This is an optimization exercise on Yosys and OpenROAD, whose aim is small area and a short achievable clock period, not a production implementation. Only simulation tests tie the RTL to the original design; equivalence was not proved. Power and IR drop assume default switching activity.

run a:
// fetch
module fetch
#(
  parameter int          IMEM_DEPTH = fetch_pkg::IMEM_DEPTH_DEFAULT,
  parameter logic [31:0] PC_RESET   = 32'h0
) (
  input  logic        clk,
  input  logic        rst,
  input  logic        stall,
  input  logic        ex_mem_pc_src,
  input  logic [31:0] ex_mem_npc,
  input  logic        imem_we,
  input  logic [31:0] imem_waddr,
  input  logic [31:0] imem_wdata,
  output logic [31:0] if_id_instr,
  output logic [31:0] if_id_npc,
  output logic [31:0] pc
);
  fetch_pkg::word_t imem_rdata;
  fetch_pkg::word_t pc_plus1;
  assign pc_plus1 = pc + 32'd1;
  instr_mem #(
    .DEPTH (IMEM_DEPTH)
  ) u_instr_mem (
    .clk   (clk),
    .we    (imem_we),
    .waddr (imem_waddr),
    .wdata (imem_wdata),
    .raddr (pc),
    .rdata (imem_rdata)
  );
  always_ff @(posedge clk or negedge rst) begin
    if (!rst) begin
      pc          <= PC_RESET;
      if_id_instr <= fetch_pkg::NOP;
      if_id_npc   <= 32'h0;
    end else if (ex_mem_pc_src) begin
      pc          <= ex_mem_npc;
      if_id_instr <= fetch_pkg::NOP;
      if_id_npc   <= 32'h0;
    end else if (!stall) begin
      pc          <= pc_plus1;
      if_id_instr <= imem_rdata;
      if_id_npc   <= pc_plus1;
    end
  end
endmodule
Size: ~7400 cells after synthesis, ~4200 flip-flops, roughly 160000 µm² of cells after synthesis.
clock: 4.2 ns
lec_check: 0
cap_margin: 20
core_margin: 2
core_utilization: 30
cts_buf_list: sky130_fd_sc_hd__clkbuf_16
cts_cluster_diameter: 100
cts_cluster_size: 30
place_density: 0.75
setup_slack_margin: 1.5
slew_margin: 20
run.sh (not shown) runs the stock make flow with config.mk's settings and CLKGATE_MAP_FILE= SYNTH_SCRIPT=/design/flow/synth_recipe.tcl, a recipe that flattens the netlist after the stock synthesis.
## Diff of input files: run b against run a
- a deleted PLACE_DENSITY that had been 0.75
- a change of CORE_UTILIZATION from 30 to 40
--- outcome ---
Number of cells on the critical path (run b over run a): increase, 4. Diff run a -> run b | largest voltage drop on the vdd net | decrease of 0.000012 V. Fraction of the core area covered by cells at the end of the flow ended up 11 points higher on run b than on run a.


Starting RTL as in the previous note.
==> flow/config.mk <==
export PLATFORM = sky130hd
export DESIGN_NAME = fetch
export DESIGN_NICKNAME = fetch
export VERILOG_FILES = /design/flow/design.v
export SDC_FILE = /design/flow/constraint.sdc
export NUM_CORES = 4
export LEC_CHECK = 0
export CAP_MARGIN = 20
export CORE_MARGIN = 2
export CORE_UTILIZATION = 33
export CTS_BUF_LIST = sky130_fd_sc_hd__clkbuf_16
export CTS_CLUSTER_DIAMETER = 100
export CTS_CLUSTER_SIZE = 25
export SETUP_SLACK_MARGIN = 1.5
export SLEW_MARGIN = 20
==> flow/constraint.sdc <==
create_clock -name core_clock -period 4.2 [get_ports {clk}]
set_input_delay 0.8400 -clock core_clock [delete_from_list [all_inputs] [get_ports {clk}]]
set_output_delay 0.8400 -clock core_clock [all_outputs]
set_load 0.01 [all_outputs]
The starting point finished clean.
Rerun with:
- CORE_UTILIZATION: 33 -> 30
- CTS_BUF_LIST: sky130_fd_sc_hd__clkbuf_16 -> unset
- CTS_CLUSTER_DIAMETER: 100 -> unset
- CTS_CLUSTER_SIZE: 25 -> unset
- SETUP_SLACK_MARGIN: 1.5 -> unset
Effect: The new run finished with timing, DRC and antenna clean. Wire length is lower slightly. Final area is higher slightly. First-iteration DRC count rises slightly. Sequential power stays flat. Utilization is lower by 3.0 points. Via count goes up slightly.
Rerun with:
- CTS_BUF_LIST: unset -> sky130_fd_sc_hd__clkbuf_16
- CTS_CLUSTER_DIAMETER: unset -> 100
- CTS_CLUSTER_SIZE: unset -> 30
- SETUP_SLACK_MARGIN: unset -> 1.5
Synthesized cell count stays the same.
Cell area fell by 1.9%.
Count of clock-buffer cells in the layout falls by 366.
Non-clock buffer count rises by 190.
Die area is unchanged.
Clock power came out lower by 47%.
Total power decreases by 18%.
Setup slack gains 710 ps.
Sequential share of layout area increases by 1.3 points.

==> afterwards: timing with drivers on the ports <==
The flow's constraints put no driver on any port. The routed layouts listed below were extracted and timed again, unchanged, in two steps.
Step 1 assumes that a clkbuf_16 drives the clock port and a buf_2 every other input.
Step 2 moves the port delays by t, midway between the first and last clock arrival at a register: inputs arrive t later, outputs are due t later. That takes back most of the time a late clock gives input paths.
a / b / c = ideal ports / drivers / drivers and shift; a / b = the first two.
run	shift t [ns]	setup slack, ns	hold slack, ns	clock arrival spread, ns	worst register clock-pin slew, ns
run a	1.020	1.041 / 1.041 / 0.364	0.346 / 0.272 / 0.485	0.158 / 0.157	0.12 / 0.12
run b	1.016	0.868 / 0.868 / 0.440	0.218 / 0.133 / 0.499	0.110 / 0.109	0.12 / 0.12
the first run of note 2	1.054	0.875 / 0.875 / 0.342	0.145 / 0.064 / 0.494	0.064 / 0.065	0.11 / 0.11
the second run of note 2	1.083	0.192 / 0.071 / 0.166	0.290 / 0.194 / 0.495	0.067 / 0.067	0.07 / 0.07
the third run of note 2	1.027	0.898 / 0.898 / 0.511	0.205 / 0.130 / 0.501	0.086 / 0.086	0.12 / 0.12
After both steps setup and hold are still met in every run listed. For run a, which loses most, drivers alone change the setup slack by 0.000 ns; drivers and shift together by -0.677 ns.
